Background: an optimization exercise with open tools, aiming at small area, a short achievable clock period and few clock cycles per item. Do not read the settings as production practice. At most, simulation tests tie the RTL to the original design; equivalence was not proved. Power and IR drop assume default switching activity.

## green
## learning_switch_with_tree_election_unit
module learning_switch_with_tree_election_unit #(
  parameter int unsigned PORTS         = lsw_pkg::PortsDefault,
  parameter int unsigned TABLE_ENTRIES = lsw_pkg::TableEntriesDefault
) (
  input  wire                          clk_i,
  input  wire                          rst_ni,
  input  wire                          cfg_we_i,
  input  wire  [lsw_pkg::CfgIdxW-1:0]  cfg_idx_i,
  input  wire  [lsw_pkg::CfgDataW-1:0] cfg_wdata_i,
  input  wire                          push,
  output logic                         full,
  input  wire                          kind_i,
  input  wire  [2:0]                   in_port_i,
  input  wire  [7:0]                   pkt_src_i,
  input  wire  [7:0]                   pkt_dst_i,
  input  wire                          is_control_i,
  input  wire  [1:0]                   sender_type_i,
  input  wire  [7:0]                   adv_root_i,
  input  wire  [7:0]                   adv_dist_i,
  input  wire                          sender_child_i,
  output logic                         empty,
  input  wire                          pop,
  output logic [1:0]                   action_o,
  output logic [2:0]                   out_port_o,
  output logic [7:0]                   port_mask_o,
  output logic [7:0]                   ctl_root_o,
  output logic [7:0]                   ctl_dist_o,
  output logic [7:0]                   child_mask_o
);
clock: 6.0 ns
lec_check: 0
cap_margin: 20
core_margin: 2
core_utilization: 60
cts_cluster_diameter: 100
cts_cluster_size: 25
setup_slack_margin: 3.6
slew_margin: 20
tns_end_percent: 10
run.sh (not shown) runs the stock make flow with config.mk's settings and CLKGATE_MAP_FILE= SYNTH_SCRIPT=/design/flow/synth_recipe.tcl, a recipe that flattens the netlist after the stock synthesis.
Per the final summary, green finished and its layout is clean on timing, DRC and antenna.
The inputs of orange differ from those of green as listed below.
diff --git a/flow/design.v b/flow/design.v
--- a/flow/design.v
+++ b/flow/design.v
@@ -164,123 +164,121 @@
     kind1_q  <= kind0_q;
     ctrl1_q  <= ctrl0_q;
     child1_q <= child0_q;
     host1_q  <= host0_q;
     sw1_q    <= sw0_q;
     port1_q  <= port0_q;
     aroot1_q <= aroot0_q;
     cand1_q  <= cand0_q;
     cov1_q   <= cov0_q;
     quad1_q  <= rd_quad;
     dtop1_q  <= dtop0_q;
   end
-  logic [15:0] period_q, period_d;
+  logic [15:0] pm1_q, pm1_d;       
+  logic        pz_q, pz_d;         
   logic [7:0]  root_q, root_d;
   logic [7:0]  dist_q, dist_d;
   logic        pknown_q, pknown_d;
   logic [2:0]  pport_q, pport_d;
   logic [7:0]  tree_q, tree_d;
-  logic signed [16:0] rem_q, rem_d;
-  logic               rc_q, rc_d, rc2_q;
-  logic               fire_q, fire_d;   
-  logic signed [16:0] rc_rem;
+  logic [15:0] tick1_q, tick1_d;   
+  logic        fire_q, fire_d;     
+  logic [15:0] cfg_pm1;
+  logic [15:0] tick_inc;
   logic        fire, upd_lt, upd_eq, set_bit;
   logic [7:0]  in_bit;
   logic [1:0]  r_act;
   logic [19:0] r_pay;
   assign hit1     = rd_ent[0];
   assign hport1   = rd_ent[3:1];
-  assign rc_rem   = $signed({1'b0, period_q}) - rem_q;
+  assign tick_inc = tick1_q + 16'd1;
+  assign cfg_pm1  = cfg_wdata_i - 16'd1;
   assign fire     = fire_q;
   assign in_bit   = 8'd1 << port1_q;
   assign upd_lt   = sw1_q && (aroot1_q < root_q);
   assign upd_eq   = sw1_q && (aroot1_q == root_q) && !cov1_q && (dist_q > cand1_q);
   assign set_bit  = host1_q ||
                     (sw1_q && (upd_lt || upd_eq || (pknown_q && pport_q == port1_q) || child1_q));
   always_comb begin
-    period_d = period_q;
+    pm1_d    = pm1_q;
+    pz_d     = pz_q;
     root_d   = root_q;
     dist_d   = dist_q;
     pknown_d = pknown_q;
     pport_d  = pport_q;
     tree_d   = tree_q;
-    rem_d    = rem_q;
-    rc_d     = 1'b0;
+    tick1_d  = tick1_q;
     fire_d   = fire_q;
-    if (rc_q) rem_d = rc_rem;
-    if (rc2_q) fire_d = (rem_q <= 0);
     r_act    = lsw_pkg::ActNone;
     r_pay    = '0;
     if (v1_q) begin
       if (!kind1_q) begin
         if (fire) begin
-          rem_d   = $signed({1'b0, period_q}) - 17'sd1;
-          fire_d  = (period_q <= 16'd1);
+          tick1_d = 16'd1;
+          fire_d  = pz_q || (pm1_q == 16'd0);
           r_act  = lsw_pkg::ActControl;
           r_pay  = {pport_q, pknown_q, dist_q, root_q};
         end else begin
-          rem_d   = rem_q - 17'sd1;
-          fire_d  = (rem_q == 17'sd1);
+          tick1_d = tick_inc;
+          fire_d  = pz_q || (tick1_q >= pm1_q);
         end
       end else if (ctrl1_q) begin
         if (upd_lt) root_d = aroot1_q;
         if (upd_lt || upd_eq) begin
           pknown_d = 1'b1;
           pport_d  = port1_q;
           dist_d   = cand1_q;
         end
         tree_d = set_bit ? (tree_q | in_bit) : (tree_q & ~in_bit);
       end else if (hit1) begin
         r_act = lsw_pkg::ActForward;
         r_pay = {17'd0, hport1};
       end else begin
         r_act = lsw_pkg::ActFlood;
         r_pay = {12'd0, (pknown_q ? tree_q : 8'hFF) & ~in_bit};
       end
     end
     if (cfg_we_i) begin
       if (cfg_idx_i == lsw_pkg::CfgSwitchId) begin
         root_d   = cfg_wdata_i[7:0];
         dist_d   = '0;
         pknown_d = 1'b0;
         pport_d  = '0;
       end else begin
-        period_d = cfg_wdata_i;
-        rem_d    = rc_q ? rem_q : rc_rem;
-        rc_d     = 1'b1;
+        pm1_d    = cfg_pm1;
+        pz_d     = (cfg_wdata_i == 16'd0);
+        fire_d   = (tick1_q >= cfg_wdata_i);
       end
     end
   end
   always_ff @(posedge clk_i or negedge rst_ni) begin
     if (!rst_ni) begin
-      period_q <= lsw_pkg::ControlPeriodReset;
+      pm1_q    <= lsw_pkg::ControlPeriodReset - 16'd1;
+      pz_q     <= 1'b0;
       root_q   <= lsw_pkg::SwitchIdReset;
       dist_q   <= '0;
       pknown_q <= 1'b0;
       pport_q  <= '0;
       tree_q   <= '0;
-      rem_q    <= 17'($signed({1'b0, lsw_pkg::ControlPeriodReset}) - 17'sd1);
-      rc_q     <= 1'b0;
-      rc2_q    <= 1'b0;
+      tick1_q  <= 16'd1;
       fire_q   <= 1'b0;
     end else begin
-      period_q <= period_d;
+      pm1_q    <= pm1_d;
+      pz_q     <= pz_d;
       root_q   <= root_d;
       dist_q   <= dist_d;
       pknown_q <= pknown_d;
       pport_q  <= pport_d;
       tree_q   <= tree_d;
-      rem_q    <= rem_d;
-      rc_q     <= rc_d;
-      rc2_q    <= rc_q;
+      tick1_q  <= tick1_d;
       fire_q   <= fire_d;
     end
   end
   logic [21:0] q_mem [3];
   logic [1:0]  q_wr_q, q_rd_q, q_cnt_q;
   logic        hv_q;
   logic [2:0]  cnt_q, cnt_d;
   logic        take, q_push, q_pop, head_load;
   logic [21:0] head_src;
   logic [36:0] head_q;
   function automatic logic [36:0] decode(input logic [21:0] e);
     logic [1:0]  a;
Results
In the flow results for green and orange, the via count is smaller on orange.
Relative to green, share of the final layout cell area in multi-input gates has decreased by 0.72 points in orange.
On final cell count without fillers, the higher figure sits with green, not orange.
orange vs. green: cell depth of the worst flop-to-flop path down 3; non-clock buffer count down about 22%; final critical delay including setup and external delays up 0.057 ns; required time reported for the critical path endpoint up 1.73 ns; relative contribution of the clock network to total power up 1.3 points.
A cell type of the slowest stage on the worst timing path of a22oi_1 is what orange shows, while dfrtp_1 belongs to green.
No stage failed in orange, and the final checks on the layout all came back clean.
| area of the mapped netlist | higher: green |
[compare] base=green new=orange: headroom to the max-slew limit lost 4.7 points; area of the multi-input gates lost 4.7%.
Compared with green, orange shows a worst-case setup margin in the final layout that is 0.057 ns lower.
Changes observed in orange relative to green: total power saw a decrease, fill cell instance count of the final layout saw an increase.
Testbench counts of orange, summed over its fixed seeds: cycles 24,024, items 24,000.
The RTL of green was laid out without a check of its function.

---

before:
The RTL this note starts from:
==> flow/design.v <==
`default_nettype none
package lsw_pkg;
  localparam int unsigned PortsDefault        = 8;
  localparam int unsigned TableEntriesDefault = 256;
  localparam int unsigned CmdQueueDepth       = 2;
  localparam int unsigned ResQueueDepth       = 2;
  localparam int unsigned PortMaskW           = 8;
  localparam int unsigned CfgIdxW             = 1;
  localparam int unsigned CfgDataW            = 16;
  localparam logic [CfgIdxW-1:0] CfgSwitchId      = 1'b0;
  localparam logic [CfgIdxW-1:0] CfgControlPeriod = 1'b1;
  localparam logic [7:0]  SwitchIdReset      = 8'd0;
  localparam logic [15:0] ControlPeriodReset = 16'd10;
  localparam logic [1:0] ActNone    = 2'd0;
  localparam logic [1:0] ActForward = 2'd1;
  localparam logic [1:0] ActFlood   = 2'd2;
  localparam logic [1:0] ActControl = 2'd3;
  localparam logic [1:0] SndHost   = 2'd1;
  localparam logic [1:0] SndSwitch = 2'd2;
  typedef enum logic [1:0] {
    OpTick = 2'd0,
    OpCtrl = 2'd1,
    OpData = 2'd2,
    OpDrop = 2'd3
  } op_e;
  typedef struct packed {
    op_e        op;
    logic [2:0] in_port;
    logic [7:0] src;
    logic [7:0] dst;
    logic [1:0] sender_type;
    logic [7:0] adv_root;
    logic [7:0] adv_dist;
    logic       sender_child;
  } cmd_t;
  typedef struct packed {
    logic [1:0]           action;
    logic [2:0]           out_port;
    logic [PortMaskW-1:0] port_mask;
    logic [7:0]           ctl_root;
    logic [7:0]           ctl_dist;
    logic [PortMaskW-1:0] child_mask;
  } result_t;
  localparam int unsigned CmdW = 40;
  localparam int unsigned ResW = 37;
  function automatic logic [PortMaskW-1:0] all_ports(input integer ports);
    integer i;
    all_ports = '0;
    for (i = 0; i < PortMaskW; i = i + 1) begin
      all_ports[i] = (i < ports);
    end
  endfunction
endpackage
`default_nettype wire
`default_nettype none
module learning_switch_with_tree_election_unit #(
  parameter int unsigned PORTS         = lsw_pkg::PortsDefault,
  parameter int unsigned TABLE_ENTRIES = lsw_pkg::TableEntriesDefault
) (
  input  wire                          clk_i,
  input  wire                          rst_ni,
  input  wire                          cfg_we_i,
  input  wire  [lsw_pkg::CfgIdxW-1:0]  cfg_idx_i,
  input  wire  [lsw_pkg::CfgDataW-1:0] cfg_wdata_i,
  input  wire                          push,
  output logic                         full,
  input  wire                          kind_i,
  input  wire  [2:0]                   in_port_i,
  input  wire  [7:0]                   pkt_src_i,
  input  wire  [7:0]                   pkt_dst_i,
  input  wire                          is_control_i,
  input  wire  [1:0]                   sender_type_i,
  input  wire  [7:0]                   adv_root_i,
  input  wire  [7:0]                   adv_dist_i,
  input  wire                          sender_child_i,
  output logic                         empty,
  input  wire                          pop,
  output logic [1:0]                   action_o,
  output logic [2:0]                   out_port_o,
  output logic [7:0]                   port_mask_o,
  output logic [7:0]                   ctl_root_o,
  output logic [7:0]                   ctl_dist_o,
  output logic [7:0]                   child_mask_o
);
  logic       v0_q;
  logic       kind0_q, ctrl0_q, child0_q;
  logic [2:0] port0_q;
  logic [7:0] aroot0_q, cand0_q;
  logic [15:0] shi0_q, slo0_q;
  logic       cov0_q, host0_q, sw0_q;
  logic [3:0]  dtop0_q, dmid0_q;
  logic [15:0] dlo0_q;
  logic       accept;
  logic [8:0] cand_in;
  assign cand_in = {1'b0, adv_dist_i} + 9'd1;
  assign accept = push && !full;
  always_ff @(posedge clk_i or negedge rst_ni) begin
    if (!rst_ni) v0_q <= 1'b0;
    else         v0_q <= accept;
  end
  always_ff @(posedge clk_i) begin
    kind0_q  <= kind_i;
    ctrl0_q  <= is_control_i;
    child0_q <= sender_child_i;
    port0_q  <= in_port_i;
    shi0_q   <= (accept && kind_i) ? (16'd1 << pkt_src_i[7:4]) : 16'd0;
    slo0_q   <= 16'd1 << pkt_src_i[3:0];
    aroot0_q <= adv_root_i;
    cand0_q  <= cand_in[8] ? 8'hFF : cand_in[7:0];
    cov0_q   <= cand_in[8];
    host0_q  <= (sender_type_i == lsw_pkg::SndHost);
    sw0_q    <= (sender_type_i == lsw_pkg::SndSwitch);
    dtop0_q  <= 4'd1 << pkt_dst_i[7:6];
    dmid0_q  <= 4'd1 << pkt_dst_i[5:4];
    dlo0_q   <= 16'd1 << pkt_dst_i[3:0];
  end
  logic [255:0] tvalid_q;
  logic [2:0]   tport_q [256];
  logic [255:0] twe;
  always_comb begin
    for (int i = 0; i < 256; i++) twe[i] = shi0_q[i/16] && slo0_q[i%16] && !tvalid_q[i];
  end
  always_ff @(posedge clk_i or negedge rst_ni) begin
    if (!rst_ni) tvalid_q <= '0;
    else         tvalid_q <= tvalid_q | twe;
  end
  always_ff @(posedge clk_i) begin
    for (int i = 0; i < 256; i++) begin
      if (twe[i]) tport_q[i] <= port0_q;
    end
  end
  logic       v1_q;
  logic       kind1_q, ctrl1_q, child1_q, host1_q, sw1_q, hit1, cov1_q;
  logic [2:0] port1_q, hport1;
  logic [7:0] aroot1_q, cand1_q;
  logic [3:0] rd_grp [16];
  logic [3:0][3:0] rd_quad;
  logic [3:0][3:0] quad1_q;
  logic [3:0] dtop1_q;
  logic [3:0] rd_ent;
  always_comb begin
    for (int j = 0; j < 16; j++) begin
      rd_grp[j] = '0;
      for (int k = 0; k < 16; k++) begin
        rd_grp[j] = rd_grp[j] | ({4{dlo0_q[k]}} & {tport_q[16*j+k], tvalid_q[16*j+k]});
      end
    end
    for (int g = 0; g < 4; g++) begin
      rd_quad[g] = '0;
      for (int m = 0; m < 4; m++) begin
        rd_quad[g] = rd_quad[g] | ({4{dmid0_q[m]}} & rd_grp[4*g+m]);
      end
    end
  end
  always_comb begin
    rd_ent = '0;
    for (int g = 0; g < 4; g++) rd_ent = rd_ent | ({4{dtop1_q[g]}} & quad1_q[g]);
  end
  always_ff @(posedge clk_i or negedge rst_ni) begin
    if (!rst_ni) v1_q <= 1'b0;
    else         v1_q <= v0_q;
  end
  always_ff @(posedge clk_i) begin
    kind1_q  <= kind0_q;
    ctrl1_q  <= ctrl0_q;
    child1_q <= child0_q;
    host1_q  <= host0_q;
    sw1_q    <= sw0_q;
    port1_q  <= port0_q;
    aroot1_q <= aroot0_q;
    cand1_q  <= cand0_q;
    cov1_q   <= cov0_q;
    quad1_q  <= rd_quad;
    dtop1_q  <= dtop0_q;
  end
  logic [15:0] period_q, period_d;
  logic [7:0]  root_q, root_d;
  logic [7:0]  dist_q, dist_d;
  logic        pknown_q, pknown_d;
  logic [2:0]  pport_q, pport_d;
  logic [7:0]  tree_q, tree_d;
  logic [15:0] tick1_q, tick1_d;   
  logic        fire_q, fire_d;     
  logic [15:0] tick_inc;
  logic        fire, upd_lt, upd_eq, set_bit;
  logic [7:0]  in_bit;
  logic [1:0]  r_act;
  logic [19:0] r_pay;
  assign hit1     = rd_ent[0];
  assign hport1   = rd_ent[3:1];
  assign tick_inc = tick1_q + 16'd1;
  assign fire     = fire_q;
  assign in_bit   = 8'd1 << port1_q;
  assign upd_lt   = sw1_q && (aroot1_q < root_q);
  assign upd_eq   = sw1_q && (aroot1_q == root_q) && !cov1_q && (dist_q > cand1_q);
  assign set_bit  = host1_q ||
                    (sw1_q && (upd_lt || upd_eq || (pknown_q && pport_q == port1_q) || child1_q));
  always_comb begin
    period_d = period_q;
    root_d   = root_q;
    dist_d   = dist_q;
    pknown_d = pknown_q;
    pport_d  = pport_q;
    tree_d   = tree_q;
    tick1_d  = tick1_q;
    fire_d   = fire_q;
    r_act    = lsw_pkg::ActNone;
    r_pay    = '0;
    if (v1_q) begin
      if (!kind1_q) begin
        if (fire) begin
          tick1_d = 16'd1;
          fire_d  = (period_q <= 16'd1);
          r_act  = lsw_pkg::ActControl;
          r_pay  = {pport_q, pknown_q, dist_q, root_q};
        end else begin
          tick1_d = tick_inc;
          fire_d  = (tick_inc >= period_q);
        end
      end else if (ctrl1_q) begin
        if (upd_lt) root_d = aroot1_q;
        if (upd_lt || upd_eq) begin
          pknown_d = 1'b1;
          pport_d  = port1_q;
          dist_d   = cand1_q;
        end
        tree_d = set_bit ? (tree_q | in_bit) : (tree_q & ~in_bit);
      end else if (hit1) begin
        r_act = lsw_pkg::ActForward;
        r_pay = {17'd0, hport1};
      end else begin
        r_act = lsw_pkg::ActFlood;
        r_pay = {12'd0, (pknown_q ? tree_q : 8'hFF) & ~in_bit};
      end
    end
    if (cfg_we_i) begin
      if (cfg_idx_i == lsw_pkg::CfgSwitchId) begin
        root_d   = cfg_wdata_i[7:0];
        dist_d   = '0;
        pknown_d = 1'b0;
        pport_d  = '0;
      end else begin
        period_d = cfg_wdata_i;
        fire_d   = (tick1_q >= cfg_wdata_i);
      end
    end
  end
  always_ff @(posedge clk_i or negedge rst_ni) begin
    if (!rst_ni) begin
      period_q <= lsw_pkg::ControlPeriodReset;
      root_q   <= lsw_pkg::SwitchIdReset;
      dist_q   <= '0;
      pknown_q <= 1'b0;
      pport_q  <= '0;
      tree_q   <= '0;
      tick1_q  <= 16'd1;
      fire_q   <= 1'b0;
    end else begin
      period_q <= period_d;
      root_q   <= root_d;
      dist_q   <= dist_d;
      pknown_q <= pknown_d;
      pport_q  <= pport_d;
      tree_q   <= tree_d;
      tick1_q  <= tick1_d;
      fire_q   <= fire_d;
    end
  end
  logic [21:0] q_mem [3];
  logic [1:0]  q_wr_q, q_rd_q, q_cnt_q;
  logic        hv_q;
  logic [2:0]  cnt_q, cnt_d;
  logic        take, q_push, q_pop, head_load;
  logic [21:0] head_src;
  function automatic logic [36:0] decode(input logic [21:0] e);
    logic [1:0]  a;
    logic [19:0] p;
    a = e[21:20];
    p = e[19:0];
    decode = '0;
    decode[36:35] = a;
    unique case (a)
      lsw_pkg::ActForward: decode[34:32] = p[2:0];
      lsw_pkg::ActFlood:   decode[31:24] = p[7:0];
      lsw_pkg::ActControl: begin
        decode[31:24] = 8'hFF;
        decode[23:16] = p[7:0];
        decode[15:8]  = p[15:8];
        decode[7:0]   = p[16] ? (8'd1 << p[19:17]) : 8'd0;
      end
      default: ;
    endcase
  endfunction
  assign take      = !hv_q || pop;
  assign head_load = take && (q_cnt_q != 2'd0 || v1_q);
  assign q_pop     = take && (q_cnt_q != 2'd0);
  assign q_push    = v1_q && !(take && q_cnt_q == 2'd0);
  assign head_src  = (q_cnt_q != 2'd0) ? q_mem[q_rd_q] : {r_act, r_pay};
  always_ff @(posedge clk_i or negedge rst_ni) begin
    if (!rst_ni) begin
      hv_q    <= 1'b0;
      empty   <= 1'b1;
      q_wr_q  <= '0;
      q_rd_q  <= '0;
      q_cnt_q <= '0;
    end else begin
      hv_q  <= head_load || (hv_q && !pop);
      empty <= !(head_load || (hv_q && !pop));
      if (q_push) q_wr_q <= (q_wr_q == 2'd2) ? 2'd0 : q_wr_q + 2'd1;
      if (q_pop)  q_rd_q <= (q_rd_q == 2'd2) ? 2'd0 : q_rd_q + 2'd1;
      if (q_push && !q_pop) q_cnt_q <= q_cnt_q + 2'd1;
      else if (q_pop && !q_push) q_cnt_q <= q_cnt_q - 2'd1;
    end
  end
  always_ff @(posedge clk_i) begin
    if (q_push) q_mem[q_wr_q] <= {r_act, r_pay};
    if (head_load) begin
      {action_o, out_port_o, port_mask_o, ctl_root_o, ctl_dist_o, child_mask_o} <=
        decode(head_src);
    end
  end
  assign cnt_d = cnt_q + {2'd0, accept} - {2'd0, hv_q && pop};
  always_ff @(posedge clk_i or negedge rst_ni) begin
    if (!rst_ni) begin
      cnt_q <= '0;
      full  <= 1'b0;
    end else begin
      cnt_q <= cnt_d;
      full  <= (cnt_d == 3'd4);
    end
  end
endmodule
`default_nettype wire
Settings: LEC_CHECK=0, CAP_MARGIN=20, CORE_MARGIN=2, CORE_UTILIZATION=55, CTS_CLUSTER_DIAMETER=100, CTS_CLUSTER_SIZE=25, SETUP_SLACK_MARGIN=3.5, SLEW_MARGIN=20; clock period 6.0 ns.
### before -> after
--- a/flow/design.v
+++ b/flow/design.v
@@ -174,5 +174,6 @@
     dtop1_q  <= dtop0_q;
   end
-  logic [15:0] period_q, period_d;
+  logic [15:0] pm1_q, pm1_d;       
+  logic        pz_q, pz_d;         
   logic [7:0]  root_q, root_d;
   logic [7:0]  dist_q, dist_d;
@@ -182,4 +183,5 @@
   logic [15:0] tick1_q, tick1_d;   
   logic        fire_q, fire_d;     
+  logic [15:0] cfg_pm1;
   logic [15:0] tick_inc;
   logic        fire, upd_lt, upd_eq, set_bit;
@@ -190,4 +192,5 @@
   assign hport1   = rd_ent[3:1];
   assign tick_inc = tick1_q + 16'd1;
+  assign cfg_pm1  = cfg_wdata_i - 16'd1;
   assign fire     = fire_q;
   assign in_bit   = 8'd1 << port1_q;
@@ -197,5 +200,6 @@
                     (sw1_q && (upd_lt || upd_eq || (pknown_q && pport_q == port1_q) || child1_q));
   always_comb begin
-    period_d = period_q;
+    pm1_d    = pm1_q;
+    pz_d     = pz_q;
     root_d   = root_q;
     dist_d   = dist_q;
@@ -211,10 +215,10 @@
         if (fire) begin
           tick1_d = 16'd1;
-          fire_d  = (period_q <= 16'd1);
+          fire_d  = pz_q || (pm1_q == 16'd0);
           r_act  = lsw_pkg::ActControl;
           r_pay  = {pport_q, pknown_q, dist_q, root_q};
         end else begin
           tick1_d = tick_inc;
-          fire_d  = (tick_inc >= period_q);
+          fire_d  = pz_q || (tick1_q >= pm1_q);
         end
       end else if (ctrl1_q) begin
@@ -241,5 +245,6 @@
         pport_d  = '0;
       end else begin
-        period_d = cfg_wdata_i;
+        pm1_d    = cfg_pm1;
+        pz_d     = (cfg_wdata_i == 16'd0);
         fire_d   = (tick1_q >= cfg_wdata_i);
       end
@@ -248,5 +253,6 @@
   always_ff @(posedge clk_i or negedge rst_ni) begin
     if (!rst_ni) begin
-      period_q <= lsw_pkg::ControlPeriodReset;
+      pm1_q    <= lsw_pkg::ControlPeriodReset - 16'd1;
+      pz_q     <= 1'b0;
       root_q   <= lsw_pkg::SwitchIdReset;
       dist_q   <= '0;
@@ -257,5 +263,6 @@
       fire_q   <= 1'b0;
     end else begin
-      period_q <= period_d;
+      pm1_q    <= pm1_d;
+      pz_q     <= pz_d;
       root_q   <= root_d;
       dist_q   <= dist_d;
@@ -273,4 +280,5 @@
   logic        take, q_push, q_pop, head_load;
   logic [21:0] head_src;
+  logic [36:0] head_q;
   function automatic logic [36:0] decode(input logic [21:0] e);
     logic [1:0]  a;
@@ -300,5 +308,4 @@
     if (!rst_ni) begin
       hv_q    <= 1'b0;
-      empty   <= 1'b1;
       q_wr_q  <= '0;
       q_rd_q  <= '0;
@@ -306,5 +313,4 @@
     end else begin
       hv_q  <= head_load || (hv_q && !pop);
-      empty <= !(head_load || (hv_q && !pop));
       if (q_push) q_wr_q <= (q_wr_q == 2'd2) ? 2'd0 : q_wr_q + 2'd1;
       if (q_pop)  q_rd_q <= (q_rd_q == 2'd2) ? 2'd0 : q_rd_q + 2'd1;
@@ -315,9 +321,8 @@
   always_ff @(posedge clk_i) begin
     if (q_push) q_mem[q_wr_q] <= {r_act, r_pay};
-    if (head_load) begin
-      {action_o, out_port_o, port_mask_o, ctl_root_o, ctl_dist_o, child_mask_o} <=
-        decode(head_src);
-    end
+    if (head_load) head_q <= decode(head_src);
   end
+  assign {action_o, out_port_o, port_mask_o, ctl_root_o, ctl_dist_o, child_mask_o} = head_q;
+  assign empty = !hv_q;
   assign cnt_d = cnt_q + {2'd0, accept} - {2'd0, hv_q && pop};
   always_ff @(posedge clk_i or negedge rst_ni) begin
==> results.txt <==
Number of antenna violations at the first check in global routing (after over before): decrease, 1
NOTE: final worst-path cycle share in after falls short of that of before
Between after and before, the difference in worst-case clock skew is negligible.
Looking at after and before, the sequential-to-total area share from yosys stat is a wash.
before reports its critical path's slowest cell as dfstp_2 while after reports dfxtp_4.
after and before ended up with nearly the same post-detailed-route via-to-cell ratio.
In the flow results for after and before, the latest clock arrival within the worst-skew pair is smaller on after.
Sequential share of layout area: after higher than before
Between before and after, the clock buffer and inverter area fraction after layout does not differ in any meaningful way.
The final wirelength in after sits about 1.6% above the value recorded for before.
Going from before to after, share of the core filled with cells shrinks by 0.17 points.
Number of cells after detailed placement essentially unchanged between before and after.
| final design instance area without fill | before vs after | ≈ equal |
after vs before — met2 layer wire length in the routed design climbed by a few percent
Testbench counts of after, summed over its fixed seeds: cycles 24,024, items 24,000.
For before, only the layout was checked, not whether the RTL still works.

re-timing with driven ports:
Ports are ideal in the flow. The routed layouts listed here were re-timed in OpenROAD.
Step 1, drivers: a clkbuf_16 drives clk_i and a buf_2 each remaining input, both assumed.
Step 2, shift: input delay + t, output delay - t, t = (earliest + latest rising clock arrival at the registers) / 2. This alone moves slack from input paths to output paths.
a / b / c = ideal / step 1 / step 2; a / b = the first two.
| run | t, ns | setup WS [ns] | cell pins on the clock port's net |
|---|---|---|---|
| green | 0.744 | 3.433 / 3.362 / 2.828 | 1 |
| orange | 0.727 | 3.376 / 3.362 / 2.940 | 1 |
| before | 0.788 | 3.425 / 3.355 / 2.803 | 1 |
| after | 0.740 | 3.507 / 3.455 / 2.836 | 1 |
After both steps setup and hold are still met in every run listed. The setup slack of after, which loses most, moves by -0.052 ns with the drivers and by -0.671 ns with both steps.
